This is an optimization exercise on Yosys and OpenROAD, whose aim is small area, a short achievable clock period and few clock cycles per item, not a production implementation. In this exercise RTL edits were held to simulation tests only and were not proved equivalent to the original. Power and IR drop assume default switching activity.

--- design/flow/design.v ---
module col_pe (
  input  logic       i_clk,
  input  logic       i_rst,
  input  logic       i_vld,
  input  logic       i_eor,
  input  logic       i_eof,
  input  logic [7:0] i_data,
  output logic       o_rdy,
  input  logic       i_rdy,
  output logic       o_vld,
  output logic       o_eor,
  output logic       o_eof,
  output logic [7:0] o_data,
  output logic       o_err
);
  localparam int NCOL = 64;
  localparam int NROW = 6;
  localparam int QDEP = 3;    
  localparam int CAP  = QDEP + 1;
  logic [5:0]      col_q;
  logic [NCOL-1:0] csel_q;    
  logic [2:0]      rows_q;
  logic [6:0]      width_q;
  logic            err_q;
  logic            rdy_q;
  logic       accept_s, col63_s, row_end_s, forced_s, eof_s, mismatch_s, stream_s;
  logic [6:0] col_plus1_s;
  assign accept_s    = i_vld && rdy_q && !i_rst;
  assign col63_s     = (col_q == 6'd63);
  assign row_end_s   = i_eor || col63_s;
  assign forced_s    = !i_eor && col63_s;
  assign eof_s       = i_eor && i_eof;
  assign col_plus1_s = {1'b0, col_q} + 7'd1;
  assign mismatch_s  = (width_q != 7'd0) && (col_plus1_s != width_q);
  assign stream_s    = (rows_q == 3'd6);
  always_ff @(posedge i_clk) begin
    if (i_rst) begin
      col_q   <= '0;
      csel_q  <= NCOL'(1);
      rows_q  <= 3'd0;
      width_q <= '0;
      err_q   <= 1'b0;
    end else if (accept_s) begin
      if (row_end_s) begin
        col_q  <= '0;
        csel_q <= NCOL'(1);
        if (forced_s || mismatch_s) err_q <= 1'b1;
        if (eof_s) begin
          rows_q  <= 3'd0;
          width_q <= '0;
        end else begin
          if (rows_q != 3'd6) rows_q <= rows_q + 3'd1;
          if (width_q == '0) width_q <= col_plus1_s;
        end
      end else begin
        col_q  <= col_q + 6'd1;
        csel_q <= {csel_q[NCOL-2:0], 1'b0};
      end
    end
  end
  logic [7:0] lb_q [NROW][NCOL];
  logic [7:0] rd_s [NROW];
  always_ff @(posedge i_clk) begin
    for (int c = 0; c < NCOL; c++) begin
      if (accept_s && csel_q[c]) begin
        lb_q[0][c] <= i_data;
        for (int k = 1; k < NROW; k++) lb_q[k][c] <= lb_q[k-1][c];
      end
    end
  end
  always_comb begin
    for (int k = 0; k < NROW; k++) begin
      rd_s[k] = '0;
      for (int c = 0; c < NCOL; c++) rd_s[k] = rd_s[k] | (lb_q[k][c] & {8{csel_q[c]}});
    end
  end
  logic [7:0] b_d_q;
  logic [7:0] b_h_q [NROW];
  logic       b_res_q, b_eor_q, b_eof_q;
  always_ff @(posedge i_clk) begin
    b_d_q   <= i_data;
    for (int k = 0; k < NROW; k++) b_h_q[k] <= rd_s[k];
    b_res_q <= accept_s && stream_s;
    b_eor_q <= row_end_s;
    b_eof_q <= eof_s;
  end
  logic t1_s;
  logic t2_s;
  assign t1_s = b_d_q[2] ^ b_h_q[1][1] ^ b_h_q[1][2];
  assign t2_s = (b_d_q[2] & b_h_q[1][1]) | (b_d_q[2] & b_h_q[1][2]) | (b_h_q[1][1] & b_h_q[1][2]);
  logic t3_s;
  logic t4_s;
  assign t3_s = b_d_q[3] ^ b_h_q[1][2] ^ b_h_q[1][3];
  assign t4_s = (b_d_q[3] & b_h_q[1][2]) | (b_d_q[3] & b_h_q[1][3]) | (b_h_q[1][2] & b_h_q[1][3]);
  logic t5_s;
  logic t6_s;
  assign t5_s = b_h_q[3][1] ^ b_h_q[3][3] ^ b_h_q[5][0];
  assign t6_s = (b_h_q[3][1] & b_h_q[3][3]) | (b_h_q[3][1] & b_h_q[5][0]) | (b_h_q[3][3] & b_h_q[5][0]);
  logic t7_s;
  logic t8_s;
  assign t7_s = b_d_q[4] ^ b_h_q[1][3] ^ b_h_q[1][4];
  assign t8_s = (b_d_q[4] & b_h_q[1][3]) | (b_d_q[4] & b_h_q[1][4]) | (b_h_q[1][3] & b_h_q[1][4]);
  logic t9_s;
  logic t10_s;
  assign t9_s = b_h_q[3][2] ^ b_h_q[3][4] ^ b_h_q[5][1];
  assign t10_s = (b_h_q[3][2] & b_h_q[3][4]) | (b_h_q[3][2] & b_h_q[5][1]) | (b_h_q[3][4] & b_h_q[5][1]);
  logic t11_s;
  logic t12_s;
  assign t11_s = b_d_q[5] ^ b_h_q[1][4] ^ b_h_q[1][5];
  assign t12_s = (b_d_q[5] & b_h_q[1][4]) | (b_d_q[5] & b_h_q[1][5]) | (b_h_q[1][4] & b_h_q[1][5]);
  logic t13_s;
  logic t14_s;
  assign t13_s = b_h_q[3][3] ^ b_h_q[3][5] ^ b_h_q[5][2];
  assign t14_s = (b_h_q[3][3] & b_h_q[3][5]) | (b_h_q[3][3] & b_h_q[5][2]) | (b_h_q[3][5] & b_h_q[5][2]);
  logic t15_s;
  logic t16_s;
  assign t15_s = b_d_q[6] ^ b_h_q[1][5] ^ b_h_q[1][6];
  assign t16_s = (b_d_q[6] & b_h_q[1][5]) | (b_d_q[6] & b_h_q[1][6]) | (b_h_q[1][5] & b_h_q[1][6]);
  logic t17_s;
  logic t18_s;
  assign t17_s = b_h_q[3][4] ^ b_h_q[3][6] ^ b_h_q[5][3];
  assign t18_s = (b_h_q[3][4] & b_h_q[3][6]) | (b_h_q[3][4] & b_h_q[5][3]) | (b_h_q[3][6] & b_h_q[5][3]);
  logic t19_s;
  logic t20_s;
  assign t19_s = b_d_q[7] ^ b_h_q[1][6] ^ b_h_q[1][7];
  assign t20_s = (b_d_q[7] & b_h_q[1][6]) | (b_d_q[7] & b_h_q[1][7]) | (b_h_q[1][6] & b_h_q[1][7]);
  logic t21_s;
  logic t22_s;
  assign t21_s = b_h_q[3][5] ^ b_h_q[3][7] ^ b_h_q[5][4];
  assign t22_s = (b_h_q[3][5] & b_h_q[3][7]) | (b_h_q[3][5] & b_h_q[5][4]) | (b_h_q[3][7] & b_h_q[5][4]);
  logic t23_s;
  logic t24_s;
  assign t23_s = b_h_q[1][7] ^ b_h_q[3][6];
  assign t24_s = b_h_q[1][7] & b_h_q[3][6];
  logic t25_s;
  logic t26_s;
  assign t25_s = b_d_q[1] ^ b_h_q[1][0];
  assign t26_s = b_d_q[1] & b_h_q[1][0];
  logic t27_s;
  logic t28_s;
  assign t27_s = t1_s ^ b_h_q[3][0] ^ b_h_q[3][2];
  assign t28_s = (t1_s & b_h_q[3][0]) | (t1_s & b_h_q[3][2]) | (b_h_q[3][0] & b_h_q[3][2]);
  logic t29_s;
  logic t30_s;
  assign t29_s = ~b_h_q[5][2] ^ ~b_h_q[0][1] ^ ~b_h_q[2][0];
  assign t30_s = (~b_h_q[5][2] & ~b_h_q[0][1]) | (~b_h_q[5][2] & ~b_h_q[2][0]) | (~b_h_q[0][1] & ~b_h_q[2][0]);
  logic t31_s;
  logic t32_s;
  assign t31_s = t3_s ^ t5_s ^ ~b_h_q[5][3];
  assign t32_s = (t3_s & t5_s) | (t3_s & ~b_h_q[5][3]) | (t5_s & ~b_h_q[5][3]);
  logic t33_s;
  logic t34_s;
  assign t33_s = ~b_h_q[0][2] ^ ~b_h_q[2][1] ^ ~b_h_q[4][1];
  assign t34_s = (~b_h_q[0][2] & ~b_h_q[2][1]) | (~b_h_q[0][2] & ~b_h_q[4][1]) | (~b_h_q[2][1] & ~b_h_q[4][1]);
  logic t35_s;
  logic t36_s;
  assign t35_s = ~b_h_q[4][2] ^ 1'b1;
  assign t36_s = ~b_h_q[4][2] & 1'b1;
  logic t37_s;
  logic t38_s;
  assign t37_s = t7_s ^ t9_s ^ ~b_h_q[5][4];
  assign t38_s = (t7_s & t9_s) | (t7_s & ~b_h_q[5][4]) | (t9_s & ~b_h_q[5][4]);
  logic t39_s;
  logic t40_s;
  assign t39_s = ~b_h_q[0][3] ^ ~b_h_q[2][2] ^ ~b_h_q[4][2];
  assign t40_s = (~b_h_q[0][3] & ~b_h_q[2][2]) | (~b_h_q[0][3] & ~b_h_q[4][2]) | (~b_h_q[2][2] & ~b_h_q[4][2]);
  logic t41_s;
  logic t42_s;
  assign t41_s = ~b_h_q[4][3] ^ t4_s ^ t6_s;
  assign t42_s = (~b_h_q[4][3] & t4_s) | (~b_h_q[4][3] & t6_s) | (t4_s & t6_s);
  logic t43_s;
  logic t44_s;
  assign t43_s = t11_s ^ t13_s ^ ~b_h_q[5][5];
  assign t44_s = (t11_s & t13_s) | (t11_s & ~b_h_q[5][5]) | (t13_s & ~b_h_q[5][5]);
  logic t45_s;
  logic t46_s;
  assign t45_s = ~b_h_q[0][4] ^ ~b_h_q[2][3] ^ ~b_h_q[4][3];
  assign t46_s = (~b_h_q[0][4] & ~b_h_q[2][3]) | (~b_h_q[0][4] & ~b_h_q[4][3]) | (~b_h_q[2][3] & ~b_h_q[4][3]);
  logic t47_s;
  logic t48_s;
  assign t47_s = ~b_h_q[4][4] ^ t8_s ^ t10_s;
  assign t48_s = (~b_h_q[4][4] & t8_s) | (~b_h_q[4][4] & t10_s) | (t8_s & t10_s);
  logic t49_s;
  logic t50_s;
  assign t49_s = t15_s ^ t17_s ^ ~b_h_q[5][6];
  assign t50_s = (t15_s & t17_s) | (t15_s & ~b_h_q[5][6]) | (t17_s & ~b_h_q[5][6]);
  logic t51_s;
  logic t52_s;
  assign t51_s = ~b_h_q[0][5] ^ ~b_h_q[2][4] ^ ~b_h_q[4][4];
  assign t52_s = (~b_h_q[0][5] & ~b_h_q[2][4]) | (~b_h_q[0][5] & ~b_h_q[4][4]) | (~b_h_q[2][4] & ~b_h_q[4][4]);
  logic t53_s;
  logic t54_s;
  assign t53_s = ~b_h_q[4][5] ^ t12_s ^ t14_s;
  assign t54_s = (~b_h_q[4][5] & t12_s) | (~b_h_q[4][5] & t14_s) | (t12_s & t14_s);
  logic t55_s;
  logic t56_s;
  assign t55_s = t19_s ^ t21_s ^ ~b_h_q[5][7];
  assign t56_s = (t19_s & t21_s) | (t19_s & ~b_h_q[5][7]) | (t21_s & ~b_h_q[5][7]);
  logic t57_s;
  logic t58_s;
  assign t57_s = ~b_h_q[0][6] ^ ~b_h_q[2][5] ^ ~b_h_q[4][5];
  assign t58_s = (~b_h_q[0][6] & ~b_h_q[2][5]) | (~b_h_q[0][6] & ~b_h_q[4][5]) | (~b_h_q[2][5] & ~b_h_q[4][5]);
  logic t59_s;
  logic t60_s;
  assign t59_s = ~b_h_q[4][6] ^ t16_s ^ t18_s;
  assign t60_s = (~b_h_q[4][6] & t16_s) | (~b_h_q[4][6] & t18_s) | (t16_s & t18_s);
  logic t61_s;
  logic t62_s;
  assign t61_s = t23_s ^ b_h_q[5][5] ^ ~b_h_q[0][7];
  assign t62_s = (t23_s & b_h_q[5][5]) | (t23_s & ~b_h_q[0][7]) | (b_h_q[5][5] & ~b_h_q[0][7]);
  logic t63_s;
  logic t64_s;
  assign t63_s = ~b_h_q[2][6] ^ ~b_h_q[4][6] ^ ~b_h_q[4][7];
  assign t64_s = (~b_h_q[2][6] & ~b_h_q[4][6]) | (~b_h_q[2][6] & ~b_h_q[4][7]) | (~b_h_q[4][6] & ~b_h_q[4][7]);
  logic t65_s;
  logic t66_s;
  assign t65_s = 1'b1 ^ t20_s ^ t22_s;
  assign t66_s = (1'b1 & t20_s) | (1'b1 & t22_s) | (t20_s & t22_s);
  logic t67_s;
  logic t68_s;
  assign t67_s = b_h_q[3][7] ^ b_h_q[5][6] ^ ~b_h_q[2][7];
  assign t68_s = (b_h_q[3][7] & b_h_q[5][6]) | (b_h_q[3][7] & ~b_h_q[2][7]) | (b_h_q[5][6] & ~b_h_q[2][7]);
  logic t69_s;
  logic t70_s;
  assign t69_s = ~b_h_q[4][7] ^ 1'b1;
  assign t70_s = ~b_h_q[4][7] & 1'b1;
  logic t71_s;
  logic t72_s;
  assign t71_s = b_d_q[0] ^ b_h_q[1][0];
  assign t72_s = b_d_q[0] & b_h_q[1][0];
  logic t73_s;
  logic t74_s;
  assign t73_s = t25_s ^ b_h_q[1][1] ^ b_h_q[3][1];
  assign t74_s = (t25_s & b_h_q[1][1]) | (t25_s & b_h_q[3][1]) | (b_h_q[1][1] & b_h_q[3][1]);
  logic t75_s;
  logic t76_s;
  assign t75_s = ~b_h_q[5][1] ^ ~b_h_q[0][0];
  assign t76_s = ~b_h_q[5][1] & ~b_h_q[0][0];
  logic t77_s;
  logic t78_s;
  assign t77_s = t27_s ^ t29_s ^ ~b_h_q[4][0];
  assign t78_s = (t27_s & t29_s) | (t27_s & ~b_h_q[4][0]) | (t29_s & ~b_h_q[4][0]);
  logic t79_s;
  logic t80_s;
  assign t79_s = ~b_h_q[4][1] ^ 1'b1 ^ t26_s;
  assign t80_s = (~b_h_q[4][1] & 1'b1) | (~b_h_q[4][1] & t26_s) | (1'b1 & t26_s);
  logic t81_s;
  logic t82_s;
  assign t81_s = t31_s ^ t33_s ^ t35_s;
  assign t82_s = (t31_s & t33_s) | (t31_s & t35_s) | (t33_s & t35_s);
  logic t83_s;
  logic t84_s;
  assign t83_s = t2_s ^ t28_s ^ t30_s;
  assign t84_s = (t2_s & t28_s) | (t2_s & t30_s) | (t28_s & t30_s);
  logic t85_s;
  logic t86_s;
  assign t85_s = t37_s ^ t39_s ^ t41_s;
  assign t86_s = (t37_s & t39_s) | (t37_s & t41_s) | (t39_s & t41_s);
  logic t87_s;
  logic t88_s;
  assign t87_s = t32_s ^ t34_s ^ t36_s;
  assign t88_s = (t32_s & t34_s) | (t32_s & t36_s) | (t34_s & t36_s);
  logic t89_s;
  logic t90_s;
  assign t89_s = t43_s ^ t45_s ^ t47_s;
  assign t90_s = (t43_s & t45_s) | (t43_s & t47_s) | (t45_s & t47_s);
  logic t91_s;
  logic t92_s;
  assign t91_s = t38_s ^ t40_s ^ t42_s;
  assign t92_s = (t38_s & t40_s) | (t38_s & t42_s) | (t40_s & t42_s);
  logic t93_s;
  logic t94_s;
  assign t93_s = t49_s ^ t51_s ^ t53_s;
  assign t94_s = (t49_s & t51_s) | (t49_s & t53_s) | (t51_s & t53_s);
  logic t95_s;
  logic t96_s;
  assign t95_s = t44_s ^ t46_s ^ t48_s;
  assign t96_s = (t44_s & t46_s) | (t44_s & t48_s) | (t46_s & t48_s);
  logic t97_s;
  logic t98_s;
  assign t97_s = t55_s ^ t57_s ^ t59_s;
  assign t98_s = (t55_s & t57_s) | (t55_s & t59_s) | (t57_s & t59_s);
  logic t99_s;
  logic t100_s;
  assign t99_s = t50_s ^ t52_s ^ t54_s;
  assign t100_s = (t50_s & t52_s) | (t50_s & t54_s) | (t52_s & t54_s);
  logic t101_s;
  logic t102_s;
  assign t101_s = t61_s ^ t63_s ^ t65_s;
  assign t102_s = (t61_s & t63_s) | (t61_s & t65_s) | (t63_s & t65_s);
  logic t103_s;
  logic t104_s;
  assign t103_s = t56_s ^ t58_s ^ t60_s;
  assign t104_s = (t56_s & t58_s) | (t56_s & t60_s) | (t58_s & t60_s);
  logic t105_s;
  logic t106_s;
  assign t105_s = t67_s ^ t69_s ^ t24_s;
  assign t106_s = (t67_s & t69_s) | (t67_s & t24_s) | (t69_s & t24_s);
  logic t107_s;
  logic t108_s;
  assign t107_s = t62_s ^ t64_s ^ t66_s;
  assign t108_s = (t62_s & t64_s) | (t62_s & t66_s) | (t64_s & t66_s);
  logic t109_s;
  logic t110_s;
  assign t109_s = b_h_q[5][7] ^ t68_s;
  assign t110_s = b_h_q[5][7] & t68_s;
  logic t111_s;
  logic t112_s;
  assign t111_s = t71_s ^ b_h_q[3][0];
  assign t112_s = t71_s & b_h_q[3][0];
  logic t113_s;
  logic t114_s;
  assign t113_s = t73_s ^ t75_s ^ ~b_h_q[4][0];
  assign t114_s = (t73_s & t75_s) | (t73_s & ~b_h_q[4][0]) | (t75_s & ~b_h_q[4][0]);
  logic t115_s;
  logic t116_s;
  assign t115_s = t77_s ^ t79_s ^ t74_s;
  assign t116_s = (t77_s & t79_s) | (t77_s & t74_s) | (t79_s & t74_s);
  logic t117_s;
  logic t118_s;
  assign t117_s = t81_s ^ t83_s ^ t78_s;
  assign t118_s = (t81_s & t83_s) | (t81_s & t78_s) | (t83_s & t78_s);
  logic t119_s;
  logic t120_s;
  assign t119_s = t85_s ^ t87_s ^ t82_s;
  assign t120_s = (t85_s & t87_s) | (t85_s & t82_s) | (t87_s & t82_s);
  logic t121_s;
  logic t122_s;
  assign t121_s = t89_s ^ t91_s ^ t86_s;
  assign t122_s = (t89_s & t91_s) | (t89_s & t86_s) | (t91_s & t86_s);
  logic t123_s;
  logic t124_s;
  assign t123_s = t93_s ^ t95_s ^ t90_s;
  assign t124_s = (t93_s & t95_s) | (t93_s & t90_s) | (t95_s & t90_s);
  logic t125_s;
  logic t126_s;
  assign t125_s = t97_s ^ t99_s ^ t94_s;
  assign t126_s = (t97_s & t99_s) | (t97_s & t94_s) | (t99_s & t94_s);
  logic t127_s;
  logic t128_s;
  assign t127_s = t101_s ^ t103_s ^ t98_s;
  assign t128_s = (t101_s & t103_s) | (t101_s & t98_s) | (t103_s & t98_s);
  logic t129_s;
  logic t130_s;
  assign t129_s = t105_s ^ t107_s ^ t102_s;
  assign t130_s = (t105_s & t107_s) | (t105_s & t102_s) | (t107_s & t102_s);
  logic t131_s;
  logic t132_s;
  assign t131_s = t109_s ^ t70_s ^ t106_s;
  assign t132_s = (t109_s & t70_s) | (t109_s & t106_s) | (t70_s & t106_s);
  logic c_x0_0_q;
  logic c_x0_1_q;
  logic c_x1_0_q;
  logic c_x1_1_q;
  logic c_x1_2_q;
  logic c_x2_0_q;
  logic c_x2_1_q;
  logic c_x2_2_q;
  logic c_x3_0_q;
  logic c_x3_1_q;
  logic c_x3_2_q;
  logic c_x4_0_q;
  logic c_x4_1_q;
  logic c_x4_2_q;
  logic c_x5_0_q;
  logic c_x5_1_q;
  logic c_x5_2_q;
  logic c_x6_0_q;
  logic c_x6_1_q;
  logic c_x6_2_q;
  logic c_x7_0_q;
  logic c_x7_1_q;
  logic c_x7_2_q;
  logic c_x8_0_q;
  logic c_x8_1_q;
  logic c_x8_2_q;
  logic c_x9_0_q;
  logic c_x9_1_q;
  logic c_x9_2_q;
  logic c_x10_0_q;
  logic c_x10_1_q;
  logic c_x10_2_q;
  logic c_x11_0_q;
  logic c_x11_1_q;
  always_ff @(posedge i_clk) begin
    c_x0_0_q <= t111_s;
    c_x0_1_q <= ~b_h_q[5][0];
    c_x1_0_q <= t113_s;
    c_x1_1_q <= t72_s;
    c_x1_2_q <= t112_s;
    c_x2_0_q <= t115_s;
    c_x2_1_q <= t76_s;
    c_x2_2_q <= t114_s;
    c_x3_0_q <= t117_s;
    c_x3_1_q <= t80_s;
    c_x3_2_q <= t116_s;
    c_x4_0_q <= t119_s;
    c_x4_1_q <= t84_s;
    c_x4_2_q <= t118_s;
    c_x5_0_q <= t121_s;
    c_x5_1_q <= t88_s;
    c_x5_2_q <= t120_s;
    c_x6_0_q <= t123_s;
    c_x6_1_q <= t92_s;
    c_x6_2_q <= t122_s;
    c_x7_0_q <= t125_s;
    c_x7_1_q <= t96_s;
    c_x7_2_q <= t124_s;
    c_x8_0_q <= t127_s;
    c_x8_1_q <= t100_s;
    c_x8_2_q <= t126_s;
    c_x9_0_q <= t129_s;
    c_x9_1_q <= t104_s;
    c_x9_2_q <= t128_s;
    c_x10_0_q <= t131_s;
    c_x10_1_q <= t108_s;
    c_x10_2_q <= t130_s;
    c_x11_0_q <= t110_s;
    c_x11_1_q <= t132_s;
  end
  logic t133_s;
  logic t134_s;
  assign t133_s = c_x0_0_q ^ c_x0_1_q;
  assign t134_s = c_x0_0_q & c_x0_1_q;
  logic t135_s;
  logic t136_s;
  assign t135_s = c_x1_0_q ^ c_x1_1_q ^ c_x1_2_q;
  assign t136_s = (c_x1_0_q & c_x1_1_q) | (c_x1_0_q & c_x1_2_q) | (c_x1_1_q & c_x1_2_q);
  logic t137_s;
  logic t138_s;
  assign t137_s = c_x2_0_q ^ c_x2_1_q ^ c_x2_2_q;
  assign t138_s = (c_x2_0_q & c_x2_1_q) | (c_x2_0_q & c_x2_2_q) | (c_x2_1_q & c_x2_2_q);
  logic t139_s;
  logic t140_s;
  assign t139_s = c_x3_0_q ^ c_x3_1_q ^ c_x3_2_q;
  assign t140_s = (c_x3_0_q & c_x3_1_q) | (c_x3_0_q & c_x3_2_q) | (c_x3_1_q & c_x3_2_q);
  logic t141_s;
  logic t142_s;
  assign t141_s = c_x4_0_q ^ c_x4_1_q ^ c_x4_2_q;
  assign t142_s = (c_x4_0_q & c_x4_1_q) | (c_x4_0_q & c_x4_2_q) | (c_x4_1_q & c_x4_2_q);
  logic t143_s;
  logic t144_s;
  assign t143_s = c_x5_0_q ^ c_x5_1_q ^ c_x5_2_q;
  assign t144_s = (c_x5_0_q & c_x5_1_q) | (c_x5_0_q & c_x5_2_q) | (c_x5_1_q & c_x5_2_q);
  logic t145_s;
  logic t146_s;
  assign t145_s = c_x6_0_q ^ c_x6_1_q ^ c_x6_2_q;
  assign t146_s = (c_x6_0_q & c_x6_1_q) | (c_x6_0_q & c_x6_2_q) | (c_x6_1_q & c_x6_2_q);
  logic t147_s;
  logic t148_s;
  assign t147_s = c_x7_0_q ^ c_x7_1_q ^ c_x7_2_q;
  assign t148_s = (c_x7_0_q & c_x7_1_q) | (c_x7_0_q & c_x7_2_q) | (c_x7_1_q & c_x7_2_q);
  logic t149_s;
  logic t150_s;
  assign t149_s = c_x8_0_q ^ c_x8_1_q ^ c_x8_2_q;
  assign t150_s = (c_x8_0_q & c_x8_1_q) | (c_x8_0_q & c_x8_2_q) | (c_x8_1_q & c_x8_2_q);
  logic t151_s;
  logic t152_s;
  assign t151_s = c_x9_0_q ^ c_x9_1_q ^ c_x9_2_q;
  assign t152_s = (c_x9_0_q & c_x9_1_q) | (c_x9_0_q & c_x9_2_q) | (c_x9_1_q & c_x9_2_q);
  logic t153_s;
  logic t154_s;
  assign t153_s = c_x10_0_q ^ c_x10_1_q ^ c_x10_2_q;
  assign t154_s = (c_x10_0_q & c_x10_1_q) | (c_x10_0_q & c_x10_2_q) | (c_x10_1_q & c_x10_2_q);
  logic t155_s;
  logic t156_s;
  assign t155_s = c_x11_0_q ^ c_x11_1_q;
  assign t156_s = c_x11_0_q & c_x11_1_q;
  logic [12:0] pa_s, pb_s, pg_s, pp_s, pc_s;
  assign pa_s[0] = t133_s;
  assign pb_s[0] = 1'b1;
  assign pa_s[1] = t135_s;
  assign pb_s[1] = t134_s;
  assign pa_s[2] = t137_s;
  assign pb_s[2] = t136_s;
  assign pa_s[3] = t139_s;
  assign pb_s[3] = t138_s;
  assign pa_s[4] = t141_s;
  assign pb_s[4] = t140_s;
  assign pa_s[5] = t143_s;
  assign pb_s[5] = t142_s;
  assign pa_s[6] = t145_s;
  assign pb_s[6] = t144_s;
  assign pa_s[7] = t147_s;
  assign pb_s[7] = t146_s;
  assign pa_s[8] = t149_s;
  assign pb_s[8] = t148_s;
  assign pa_s[9] = t151_s;
  assign pb_s[9] = t150_s;
  assign pa_s[10] = t153_s;
  assign pb_s[10] = t152_s;
  assign pa_s[11] = t155_s;
  assign pb_s[11] = t154_s;
  assign pa_s[12] = 1'b1;
  assign pb_s[12] = t156_s;
  assign pg_s = pa_s & pb_s;
  assign pp_s = pa_s ^ pb_s;
  logic sk0_g1_s, sk0_p1_s;
  assign sk0_g1_s = pg_s[1] | (pp_s[1] & pg_s[0]);
  assign sk0_p1_s = pp_s[1] & pp_s[0];
  logic sk0_g3_s, sk0_p3_s;
  assign sk0_g3_s = pg_s[3] | (pp_s[3] & pg_s[2]);
  assign sk0_p3_s = pp_s[3] & pp_s[2];
  logic sk0_g5_s, sk0_p5_s;
  assign sk0_g5_s = pg_s[5] | (pp_s[5] & pg_s[4]);
  assign sk0_p5_s = pp_s[5] & pp_s[4];
  logic sk0_g7_s, sk0_p7_s;
  assign sk0_g7_s = pg_s[7] | (pp_s[7] & pg_s[6]);
  assign sk0_p7_s = pp_s[7] & pp_s[6];
  logic sk0_g9_s, sk0_p9_s;
  assign sk0_g9_s = pg_s[9] | (pp_s[9] & pg_s[8]);
  assign sk0_p9_s = pp_s[9] & pp_s[8];
  logic sk0_g11_s, sk0_p11_s;
  assign sk0_g11_s = pg_s[11] | (pp_s[11] & pg_s[10]);
  assign sk0_p11_s = pp_s[11] & pp_s[10];
  logic sk1_g2_s, sk1_p2_s;
  assign sk1_g2_s = pg_s[2] | (pp_s[2] & sk0_g1_s);
  assign sk1_p2_s = pp_s[2] & sk0_p1_s;
  logic sk1_g3_s, sk1_p3_s;
  assign sk1_g3_s = sk0_g3_s | (sk0_p3_s & sk0_g1_s);
  assign sk1_p3_s = sk0_p3_s & sk0_p1_s;
  logic sk1_g6_s, sk1_p6_s;
  assign sk1_g6_s = pg_s[6] | (pp_s[6] & sk0_g5_s);
  assign sk1_p6_s = pp_s[6] & sk0_p5_s;
  logic sk1_g7_s, sk1_p7_s;
  assign sk1_g7_s = sk0_g7_s | (sk0_p7_s & sk0_g5_s);
  assign sk1_p7_s = sk0_p7_s & sk0_p5_s;
  logic sk1_g10_s, sk1_p10_s;
  assign sk1_g10_s = pg_s[10] | (pp_s[10] & sk0_g9_s);
  assign sk1_p10_s = pp_s[10] & sk0_p9_s;
  logic sk1_g11_s, sk1_p11_s;
  assign sk1_g11_s = sk0_g11_s | (sk0_p11_s & sk0_g9_s);
  assign sk1_p11_s = sk0_p11_s & sk0_p9_s;
  logic sk2_g4_s, sk2_p4_s;
  assign sk2_g4_s = pg_s[4] | (pp_s[4] & sk1_g3_s);
  assign sk2_p4_s = pp_s[4] & sk1_p3_s;
  logic sk2_g5_s, sk2_p5_s;
  assign sk2_g5_s = sk0_g5_s | (sk0_p5_s & sk1_g3_s);
  assign sk2_p5_s = sk0_p5_s & sk1_p3_s;
  logic sk2_g6_s, sk2_p6_s;
  assign sk2_g6_s = sk1_g6_s | (sk1_p6_s & sk1_g3_s);
  assign sk2_p6_s = sk1_p6_s & sk1_p3_s;
  logic sk2_g7_s, sk2_p7_s;
  assign sk2_g7_s = sk1_g7_s | (sk1_p7_s & sk1_g3_s);
  assign sk2_p7_s = sk1_p7_s & sk1_p3_s;
  logic sk2_g12_s, sk2_p12_s;
  assign sk2_g12_s = pg_s[12] | (pp_s[12] & sk1_g11_s);
  assign sk2_p12_s = pp_s[12] & sk1_p11_s;
  logic sk3_g8_s, sk3_p8_s;
  assign sk3_g8_s = pg_s[8] | (pp_s[8] & sk2_g7_s);
  assign sk3_p8_s = pp_s[8] & sk2_p7_s;
  logic sk3_g9_s, sk3_p9_s;
  assign sk3_g9_s = sk0_g9_s | (sk0_p9_s & sk2_g7_s);
  assign sk3_p9_s = sk0_p9_s & sk2_p7_s;
  logic sk3_g10_s, sk3_p10_s;
  assign sk3_g10_s = sk1_g10_s | (sk1_p10_s & sk2_g7_s);
  assign sk3_p10_s = sk1_p10_s & sk2_p7_s;
  logic sk3_g11_s, sk3_p11_s;
  assign sk3_g11_s = sk1_g11_s | (sk1_p11_s & sk2_g7_s);
  assign sk3_p11_s = sk1_p11_s & sk2_p7_s;
  logic sk3_g12_s, sk3_p12_s;
  assign sk3_g12_s = sk2_g12_s | (sk2_p12_s & sk2_g7_s);
  assign sk3_p12_s = sk2_p12_s & sk2_p7_s;
  logic [12:0] sum_s;
  assign sum_s[0] = pp_s[0];
  assign sum_s[1] = pp_s[1] ^ pg_s[0];
  assign sum_s[2] = pp_s[2] ^ sk0_g1_s;
  assign sum_s[3] = pp_s[3] ^ sk1_g2_s;
  assign sum_s[4] = pp_s[4] ^ sk1_g3_s;
  assign sum_s[5] = pp_s[5] ^ sk2_g4_s;
  assign sum_s[6] = pp_s[6] ^ sk2_g5_s;
  assign sum_s[7] = pp_s[7] ^ sk2_g6_s;
  assign sum_s[8] = pp_s[8] ^ sk2_g7_s;
  assign sum_s[9] = pp_s[9] ^ sk3_g8_s;
  assign sum_s[10] = pp_s[10] ^ sk3_g9_s;
  assign sum_s[11] = pp_s[11] ^ sk3_g10_s;
  assign sum_s[12] = pp_s[12] ^ sk3_g11_s;
  logic c_res_q, c_eor_q, c_eof_q;
  always_ff @(posedge i_clk) begin
    c_res_q <= b_res_q && !i_rst;
    c_eor_q <= b_eor_q;
    c_eof_q <= b_eof_q;
  end
  logic [7:0] clamp_s;
  always_comb begin
    if (sum_s[12])              clamp_s = 8'd0;
    else if (sum_s[11:10] != 0) clamp_s = 8'd255;
    else                        clamp_s = sum_s[9:2];
  end
  logic [9:0] in_s;
  logic       in_vld_s, pop_s, out_free_s;
  logic [9:0] out_q;
  logic       out_vld_q;
  logic [9:0] q_mem [QDEP];
  logic [1:0] q_rd_q, q_wr_q;
  logic [2:0] q_cnt_q;
  logic [2:0] cnt_q;      
  logic [2:0] cnt_s;
  logic [1:0] q_rd_inc_s, q_wr_inc_s;
  assign in_s       = {clamp_s, c_eor_q, c_eof_q};
  assign in_vld_s   = c_res_q;
  assign pop_s      = out_vld_q && i_rdy;
  assign out_free_s = !out_vld_q || i_rdy;
  assign q_rd_inc_s = (q_rd_q == 2'(QDEP - 1)) ? 2'd0 : q_rd_q + 2'd1;
  assign q_wr_inc_s = (q_wr_q == 2'(QDEP - 1)) ? 2'd0 : q_wr_q + 2'd1;
  always_ff @(posedge i_clk) begin
    if (i_rst) begin
      out_vld_q <= 1'b0;
      q_rd_q    <= '0;
      q_wr_q    <= '0;
      q_cnt_q   <= '0;
    end else if (out_free_s) begin
      if (q_cnt_q != 0) begin
        out_vld_q <= 1'b1;
        q_rd_q    <= q_rd_inc_s;
        if (in_vld_s) q_wr_q <= q_wr_inc_s;
        else          q_cnt_q <= q_cnt_q - 3'd1;
      end else begin
        out_vld_q <= in_vld_s;
      end
    end else if (in_vld_s) begin
      q_wr_q  <= q_wr_inc_s;
      q_cnt_q <= q_cnt_q + 3'd1;
    end
  end
  always_ff @(posedge i_clk) begin
    if (out_free_s) out_q <= (q_cnt_q != 0) ? q_mem[q_rd_q] : in_s;
  end
  always_ff @(posedge i_clk) begin
    for (int e = 0; e < QDEP; e++) begin
      if (in_vld_s && (q_cnt_q != 0 || !out_free_s) && q_wr_q == 2'(e)) q_mem[e] <= in_s;
    end
  end
  always_comb begin
    cnt_s = cnt_q;
    if (accept_s && stream_s) cnt_s = cnt_s + 3'd1;
    if (pop_s)                cnt_s = cnt_s - 3'd1;
  end
  always_ff @(posedge i_clk) begin
    if (i_rst) begin
      cnt_q <= '0;
      rdy_q <= 1'b1;
    end else begin
      cnt_q <= cnt_s;
      rdy_q <= (cnt_s < 3'(CAP));
    end
  end
  assign o_rdy  = rdy_q;
  assign o_vld  = out_vld_q;
  assign o_data = out_q[9:2];
  assign o_eor  = out_q[1];
  assign o_eof  = out_q[0];
  assign o_err  = err_q;
endmodule
--- design/flow/run.sh ---
#!/bin/bash
# synth_recipe.tcl (not shown) runs the flow's synth.tcl, then flattens the netlist and writes it again
# the make line also repeats each setting of config.mk as NAME=value (left out here)
make -C /OpenROAD-flow-scripts/flow DESIGN_CONFIG=/design/flow/config.mk WORK_HOME=/design/flow/orfs CLKGATE_MAP_FILE= SYNTH_SCRIPT=/design/flow/synth_recipe.tcl finish
--- design/flow/config.mk ---
export PLATFORM = sky130hd
export DESIGN_NAME = col_pe
export DESIGN_NICKNAME = col_pe
export VERILOG_FILES = /design/flow/design.v
export SDC_FILE = /design/flow/constraint.sdc
export NUM_CORES = 4
export LEC_CHECK = 0
export CAP_MARGIN = 20
export CORE_MARGIN = 2
export CORE_UTILIZATION = 55
export SETUP_SLACK_MARGIN = 3.0
export SLEW_MARGIN = 20
export TNS_END_PERCENT = 10
--- design/flow/constraint.sdc ---
create_clock -name core_clock -period 6.5 [get_ports {i_clk}]
set_input_delay 1.3000 -clock core_clock [delete_from_list [all_inputs] [get_ports {i_clk}]]
set_output_delay 1.3000 -clock core_clock [all_outputs]
set_load 0.01 [all_outputs]
==> out/qor.txt, run 1 <==
slew at the pin closest to its max-slew limit = 1.22 ns
die area = 0.221 mm2
Post-DP HPWL = 312000 um
CTS tree = built
fraction of final layout cells sized beyond drive strength 1 = 11.8%
Sink Count = 3301
required time at the worst-slack endpoint = 7.26 ns
number of endpoints with negative hold slack in the final report = 0
I/O pins = 27
pins over their slew limit = 0
CP endpoint = b_h_q[0][4]
library cell used as clock root buffer = sky130_fd_sc_hd__clkbuf_16
final critical delay including setup and external delays = 3.47 ns
1st-pass router iterations = 7
number of DRC markers in iteration 0 = 17000
CP arrival = 4.23 ns
worst rel slew slack = 18.9%
Synth-to-Final Area Change = 11.5%
core region area = 0.215 mm2
cell leakage power = 42.2 nW
gate count of the mapped netlist = 6042
wire length of the first global-routing pass = 638000 um
Synth Area in Simple Gates = 2.11%
Final Net Count = 6260
Avg WL per Cell = 53.1 um
RR Startpoint = csel_q[13]
share of the synthesized netlist area taken by xor and xnor gates = 0.169%
Mapped Nets = 6156
WHS = 0.318 ns
cts repair resizes = 0
area of the mapped netlist = 0.119 mm2
overall global routing resource usage = 43.9%
initial antenna violation count = 38
Worst R2R End = b_h_q[0][4]
Syn Area/Cell = 19.7 um2
clock transition time at the flip-flop clock pins of the worst setup and hold paths = 0.06 ns
fraction of synthesized area in multiplexers = 0.0850%
final total negative setup slack = 0 ns
pin count of the biggest net entering global routing = 66
Fillers = 15000
number of levels in the clock H-tree = 5
count of nets left with antenna violations after detail routing = 0
die width = 470 um
Fmax = 288 MHz
std cell rows = 170
Synth cell types = 54
remaining routing DRC violations = 0
via density per instance = 8.00
initial core utilization = 55.5%
prevailing post-synth register cell = sky130_fd_sc_hd__edfxtp_1
chip height = 470 um
crit-path max FO = 29
gr ovfl total = 0
Crit Path Category = reg2reg
async set-or-reset flop fraction in the synthesized netlist = 0%
combinational family with the most area after synthesis = compound AO/OA/AOI/OAI gates
Compound-Gate Fraction of Synth Area = 12.2%
Yosys warning total = 5
final setup fails = 0
clock buffer count from CTS = 343
HP Start = b_eof_q
final worst-path cycle share = 53.3%
element type at the critical path start = flip-flop
clock latency of the later-clocked register in the worst-skew pair = 0.99 ns
clock buffer depth = 4
Setup crit start = csel_q[13]
count of max-cap constraint violations = 0
status = timing/DRC/antenna clean
Adder-Cell Fraction of Synth Area = 1.49%
length in cells of the worst reg-to-reg path = 5
global placer's final weighted congestion = 1.01
setup repair after global routing missed its margin = false
input/output buffers = 26
vias in the first global route = 68500
worst clock skew = 0.0628 ns
power per cell area = 344 mW/mm2
category of the worst setup path capture point = flip-flop
# hold bufs at CTS = 0
total detailed-routing wirelength = 491000 um
reg-to-reg setup timing slack = 3.03 ns
worst-case setup margin in the final layout = 3.03 ns
routed vias = 74000
pre-CTS setup slack = 2.10 ns
count of flip-flops with a built-in enable after synthesis = 3112
VDD IR max = 0.334 mV
type of the tightest min-delay check = reg2reg
sequential share of the synthesized area = 81.5%
flops & latches, synth = 3301
## kinds of logic (layout without fill, tap and decap cells)
logic type / Yosys count / count (layout)
buf+inv: 506 / 866
compound gates: 1681 / 1681
mux: 10 / 10
other cells: 0 / 18
simple gates: 421 / 421
fa+ha+maj: 100 / 100
xor+xnor: 23 / 23
flops: 3301 / 3301
## power by group
part	leakage [nW]	internal [mW]	switching, mW	total, mW
clock	5.15	10.9	8.20	19.1
combinational	7.50	1.11	1.89	3.00
sequential	29.6	23.4	0.283	23.7
total	42.2	35.4	10.4	45.8
## state kept, by name, summed over array words and instances, names as in the netlist, 3 cells and up
register  flops
b_d_q         8
out_q        10
cnt_q         3
q_mem        30
lb_q       3072
width_q       7
rows_q        3
b_h_q        48
csel_q       64
col_q         6
q_cnt_q       3
## metrics by stage
| stage | instance area [um2] | power, mW | util, % | std cells |
|---|---|---|---|---|
| final | 133000 | 45.8 | 61.9 | 9258 |
| after global routing | 133000 | 46.8 | 61.9 | 9243 |
| after CTS | 133000 | 45.7 | 61.7 | 9222 |
| after detailed placement | 122000 | 27.2 | 56.8 | 8621 |
| after global placement | 122000 | 27.1 | 56.7 | 8613 |
| after floorplan | 119000 | 25.9 | - | 6042 |
## Yosys cell counts, types with 29 or more instances
master | n | area share [%]
sky130_fd_sc_hd__nand2_1 | 29 | 0.091
sky130_fd_sc_hd__ha_1 | 30 | 0.31
sky130_fd_sc_hd__inv_1 | 89 | 0.28
sky130_fd_sc_hd__buf_6 | 105 | 0.99
sky130_fd_sc_hd__nand4_1 | 194 | 1.0
sky130_fd_sc_hd__nor2_1 | 48 | 0.15
sky130_fd_sc_hd__fa_1 | 70 | 1.2
sky130_fd_sc_hd__or4_1 | 49 | 0.31
sky130_fd_sc_hd__a22o_1 | 831 | 6.1
sky130_fd_sc_hd__a221oi_1 | 768 | 5.6
sky130_fd_sc_hd__edfxtp_1 | 3112 | 78
sky130_fd_sc_hd__clkbuf_1 | 138 | 0.43
sky130_fd_sc_hd__dfxtp_1 | 189 | 3.2
sky130_fd_sc_hd__buf_2 | 156 | 0.65
sky130_fd_sc_hd__and2_1 | 65 | 0.34
## worst max-delay path, stage by stage (launching register included)
cell,delay [ns]
sky130_fd_sc_hd__dfxtp_4,0.56
sky130_fd_sc_hd__buf_4,0.44
sky130_fd_sc_hd__a22o_1,0.30
sky130_fd_sc_hd__a221oi_1,0.79
sky130_fd_sc_hd__nand4_1,0.33
sky130_fd_sc_hd__or4_1,0.78
## metal layers
| metal | vias to the layer above | GRT usage, % | wire length (um) |
|---|---|---|---|
| met3 | 1905 | 18.0 | 86100 |
| li1 | 26100 | - | - |
| met2 | 8806 | 61.4 | 204000 |
| met5 | - | 0 | 256 |
| met4 | 40 | 25.0 | 35500 |
| met1 | 37200 | 58.3 | 166000 |
## repair_timing
item,4_1_cts,5_1_grt
setup buffers,0,2
setup endpoints to repair,0,1
hold endpoints to repair,0,0
## final cells by class
class                           count  area (um2)  area share [%]
Antenna cell                       18        45.0          0.0339
Clock buffer                      460        9370            7.04
Clock inverter                    141        1200           0.906
Inverter                           90         338           0.254
Multi-Input combinational cell   2235       19300            14.5
Sequential cell                  3301       97500            73.3
Tap cell                         2838        3550            2.67
Timing Repair Buffer              175        1740            1.31
## worst min path at each step
| stage | end | slack, ns | depth (start not counted) |
|---|---|---|---|
| after floorplan | c_eof_q | 0.31 | 0 |
| after global placement | c_eof_q | 0.32 | 0 |
| after detailed placement | c_eof_q | 0.31 | 0 |
| after CTS | c_eof_q | 0.32 | 0 |
| after global routing | c_eof_q | 0.33 | 0 |
| final | c_eof_q | 0.32 | 0 |
## cell usage in the layout (no fill, tap or decap), types with 30 or more instances in the layout
cell type,n
sky130_fd_sc_hd__or4_1,49
sky130_fd_sc_hd__clkinv_2,42
sky130_fd_sc_hd__edfxtp_1,3112
sky130_fd_sc_hd__a221oi_1,768
sky130_fd_sc_hd__clkinv_1,59
sky130_fd_sc_hd__clkbuf_1,87
sky130_fd_sc_hd__and2_4,63
sky130_fd_sc_hd__clkbuf_16,347
sky130_fd_sc_hd__dfxtp_1,125
sky130_fd_sc_hd__dfxtp_4,64
sky130_fd_sc_hd__ha_1,30
sky130_fd_sc_hd__inv_1,89
sky130_fd_sc_hd__a22o_1,831
sky130_fd_sc_hd__fa_1,70
sky130_fd_sc_hd__nor2_1,47
sky130_fd_sc_hd__nand4_1,194
sky130_fd_sc_hd__buf_4,127
Testbench counts, summed over its fixed seeds: cycles 16,727, items 10,151.
==> inputs of run 2 (changes only) <==
--- a/design/flow/config.mk
+++ b/design/flow/config.mk
@@ -8,6 +8,8 @@
 export CAP_MARGIN = 20
 export CORE_MARGIN = 2
 export CORE_UTILIZATION = 55
+export CTS_BUF_LIST = sky130_fd_sc_hd__clkbuf_4 sky130_fd_sc_hd__clkbuf_8
+export CTS_CLUSTER_SIZE = 20
 export SETUP_SLACK_MARGIN = 3.0
 export SLEW_MARGIN = 20
 export TNS_END_PERCENT = 10
==> run 2 against run 1 <==
Net effect: critical path type unchanged; via count increased by 1.7%; largest power group unchanged; utilization down 0.069 points; highest routed layer unchanged; final area shrank 0.11%; largest cell class unchanged.
==> out/qor.txt, run 2 <==
worst rel slew slack = 18.5% (-0.38 points)
Post-DP HPWL = 312000 um (unchanged)
CTS tree = built
prevailing post-synth register cell = sky130_fd_sc_hd__edfxtp_1
VDD IR max = 0.256 mV (-23%)
crit path buf inv count = 1 (unchanged)
power per cell area = 337 mW/mm2 (-2.2%)
initial core utilization = 55.5% (unchanged)
chip height = 470 um (unchanged)
routed vias = 75300 (+1.7%)
slew at the pin closest to its max-slew limit = 1.22 ns (+0.00572 ns)
flip-flop count of the largest register after layout = 3072 (unchanged)
cell leakage power = 42.6 nW (+0.88%)
wire length of the first global-routing pass = 644000 um (+0.88%)
gate count of the mapped netlist = 6042 (unchanged)
count of max-cap constraint violations = 0 (unchanged)
Fillers = 15200 (+1.4%)
final critical delay including setup and external delays = 3.43 ns (-0.0345 ns)
Synth-to-Final Area Change = 11.4%
initial antenna violation count = 32 (-16%)
area of the mapped netlist = 0.119 mm2 (unchanged)
category of the worst setup path capture point = flip-flop
Sink Count = 3301 (unchanged)
async set-or-reset flop fraction in the synthesized netlist = 0% (unchanged)
total setup buffers inserted after CTS = 0 (unchanged)
Fmax = 291 MHz (+1.0%)
clock buffer depth = 4 (unchanged)
delay-heaviest family, CP = simple AND/OR/NAND/NOR gates
die width = 470 um (unchanged)
leading post-synthesis cells by instance count = sky130_fd_sc_hd__edfxtp_1, sky130_fd_sc_hd__a22o_1, sky130_fd_sc_hd__a221oi_1, sky130_fd_sc_hd__nand4_1, sky130_fd_sc_hd__dfxtp_1
via density per instance = 7.83 (-2.0%)
Placed Cells = 8621 (unchanged)
worst clock skew = 0.0521 ns (-0.0107 ns)
CP arrival = 4.33 ns (+0.10 ns)
sequential share of the synthesized area = 81.5% (unchanged)
pin count of the biggest net entering global routing = 66 (unchanged)
pre-CTS setup slack = 2.10 ns (unchanged)
remaining routing DRC violations = 0 (unchanged)
Yosys warning total = 5 (unchanged)
library cell used as clock root buffer = sky130_fd_sc_hd__clkbuf_8
setup repair after global routing missed its margin = false
sequential cell area in the final layout = 0.0975 mm2 (unchanged)
final cell count without fillers = 9613 (+3.8%)
clock buffer count from CTS = 553 (+61%)
standard cell with the maximum stage delay on the critical path = sky130_fd_sc_hd__or4_1
most frequent standard cell in the layout excluding fill and tap cells = sky130_fd_sc_hd__edfxtp_1
number of endpoints with negative hold slack in the final report = 0 (unchanged)
Synth cell types = 54 (unchanged)
cts repair resizes = 0 (unchanged)
gr ovfl total = 0 (unchanged)
largest register by flop count = lb_q
die area = 0.221 mm2 (unchanged)
status = timing/DRC/antenna clean
required time at the worst-slack endpoint = 7.40 ns (+0.14 ns)
Final Net Count = 6469 (+3.3%)
Crit Path Category = reg2reg
I/O pins = 27 (unchanged)
Mapped Nets = 6156 (unchanged)
flops & latches, synth = 3301 (unchanged)
Top Registers = lb_q: 3072 flops, csel_q: 64 flops, b_h_q: 48 flops
Avg WL per Cell = 51.6 um (-2.9%)
1st-pass router iterations = 9 (+2)
final setup fails = 0 (unchanged)
# hold bufs at CTS = 0 (unchanged)
global placer's final weighted congestion = 1.01 (unchanged)
total detailed-routing wirelength = 496000 um (+0.86%)
worst-case setup margin in the final layout = 3.07 ns (+0.0345 ns)
overall global routing resource usage = 44.2% (+0.34 points)
WHS = 0.324 ns (+0.00599 ns)
std cell rows = 170 (unchanged)
vias in the first global route = 70500 (+2.9%)
input/output buffers = 26 (unchanged)
pins over their slew limit = 0 (unchanged)
number of levels in the clock H-tree = 6 (+1)
count of flip-flops with a built-in enable after synthesis = 3112 (unchanged)
count of nets left with antenna violations after detail routing = 0 (unchanged)
number of DRC markers in iteration 0 = 16600 (-2.2%)
final total negative setup slack = 0 ns (unchanged)
clock latency of the later-clocked register in the worst-skew pair = 1.13 ns (+0.14 ns)
fraction of final layout cells sized beyond drive strength 1 = 17.1% (+5.4 points)
final worst-path cycle share = 52.8% (-0.53 points)
cell breakdown of the critical path = buf_4 > a22o_1 > a221oi_1 > nand4_1 > or4_1
largest stage delay on the critical path = 0.78 ns (about the same)
share of the synthesized area in the top cell type = 78.3% (unchanged)
leading cell types in the layout, fill and taps excluded = sky130_fd_sc_hd__edfxtp_1, sky130_fd_sc_hd__a22o_1, sky130_fd_sc_hd__a221oi_1
clock transition time at the flip-flop clock pins of the worst setup and hold paths = 0.07 ns (about the same)
main area contributors after synthesis = sky130_fd_sc_hd__edfxtp_1, sky130_fd_sc_hd__a22o_1, sky130_fd_sc_hd__a221oi_1
core region area = 0.215 mm2 (unchanged)
type of the tightest min-delay check = reg2reg
Syn Area/Cell = 19.7 um2 (unchanged)
total area of multi-input combinational cells = 0.0193 mm2 (unchanged)
top cell type by total area after synthesis = sky130_fd_sc_hd__edfxtp_1
element type at the critical path start = flip-flop
most common cell in the netlist = sky130_fd_sc_hd__edfxtp_1
crit-path max FO = 29 (unchanged)
## run 2: cell count changes in the layout (fill, tap and decap cells not counted), sizes merged
cell,before,now
clkbuf,460,793
clkinv,104,126
bufinv,20,4
diode,18,25
inv,95,101
clkinvlp,12,16
buf,157,156
## run 2: final timing paths
path	end	startpoint	slack [ns]	cells past startpoint
worst min register to register	c_eof_q	b_eof_q	0.32	0
worst max register to register	b_h_q[0][4]	csel_q[13]	3.07	5
worst max-delay path	b_h_q[0][4]	csel_q[13]	3.07	5
worst min-delay path	c_eof_q	b_eof_q	0.32	0
## run 2: final cells by class
cell class                 count  area share, %
antenna                       25         0.0471
clock buffer                 793           7.19
multi-input combinational   2235           14.5
inverter                      90          0.254
sequential                  3301           73.3
clock inverter               157          0.647
timing repair buffer         174           1.30
tap                         2838           2.67
## run 2: where the power goes
part / internal [mW] / leakage [nW] / switching [mW] / total [mW]
Sequential: 23.4 / 29.6 / 0.284 / 23.7
Combinational: 1.11 / 7.49 / 1.89 / 3.00
Clock: 9.60 / 5.53 / 8.42 / 18.0
## run 2: logic make-up (layout without fill, tap and decap cells)
kind of cell	count (synthesis)	count (layout)	synth area share, %
xor gates and xnor gates	23	23	0.169
adders and majority gates	100	100	1.49
buffers and inverters	506	1214	2.43
and+or+nand+nor	421	421	2.11
muxes	10	10	0.0850
DFF	3301	3301	81.5
other	0	25	0
AOI/OAI and AO/OA	1681	1681	12.2
## run 2: layer usage
| layer | track usage [%] | routed length (um) | up-vias |
|---|---|---|---|
| met5 | 1.15 | 528 | - |
| met4 | 26.6 | 36800 | 34 |
| met3 | 18.2 | 85200 | 1976 |
| met2 | 61.4 | 205000 | 8835 |
| met1 | 58.4 | 168000 | 37900 |
| li1 | - | - | 26600 |
## run 2: worst register-to-register path: stages, from the launching register on
cell and delay, ns:
sky130_fd_sc_hd__dfxtp_4 0.57, sky130_fd_sc_hd__buf_4 0.45, sky130_fd_sc_hd__a22o_1 0.37, sky130_fd_sc_hd__a221oi_1 0.74, sky130_fd_sc_hd__nand4_1 0.32, sky130_fd_sc_hd__or4_1 0.78
## run 2: through the flow
stage	instance area, um2	total power [mW]	utilization [%]
4_1_cts	132000	44.7	61.6
5_1_grt	133000	45.9	61.8
3_3_place_gp	122000	27.1	56.7
2_1_floorplan	119000	25.9	-
6_report	133000	44.8	61.8
3_5_place_dp	122000	27.2	56.8

==> separate check: timing with driven ports <==
No port has a modelled driver above. Below, the same layouts with a new extraction and two added sets of constraints.
Step 1: set_driving_cell puts a clkbuf_16 on i_clk and a buf_2 on each other input, an assumption about the parent block.
Step 2 adds t to the input delays and takes it off the output delays; t is the mean of the earliest and latest rising clock arrival at the registers after step 1. Input paths then give back, and output paths get back, about the clock's delay inside the block.
Slacks: ideal / step 1 / step 2; pairs: ideal / step 1.
run | shift t [ns] | slack for setup (ns) | clock arrival spread, ns | slew at the worst register clock pin (ns)
run 1 | 1.052 | 3.034 / 3.034 / 2.133 | 0.063 / 0.063 | 0.07 / 0.07
run 2 | 1.199 | 3.068 / 2.996 / 2.003 | 0.060 / 0.060 | 0.07 / 0.07
After both steps every run listed still meets setup and hold. The setup slack of run 2, which loses most, moves by -0.072 ns with the drivers and by -1.065 ns with both steps.
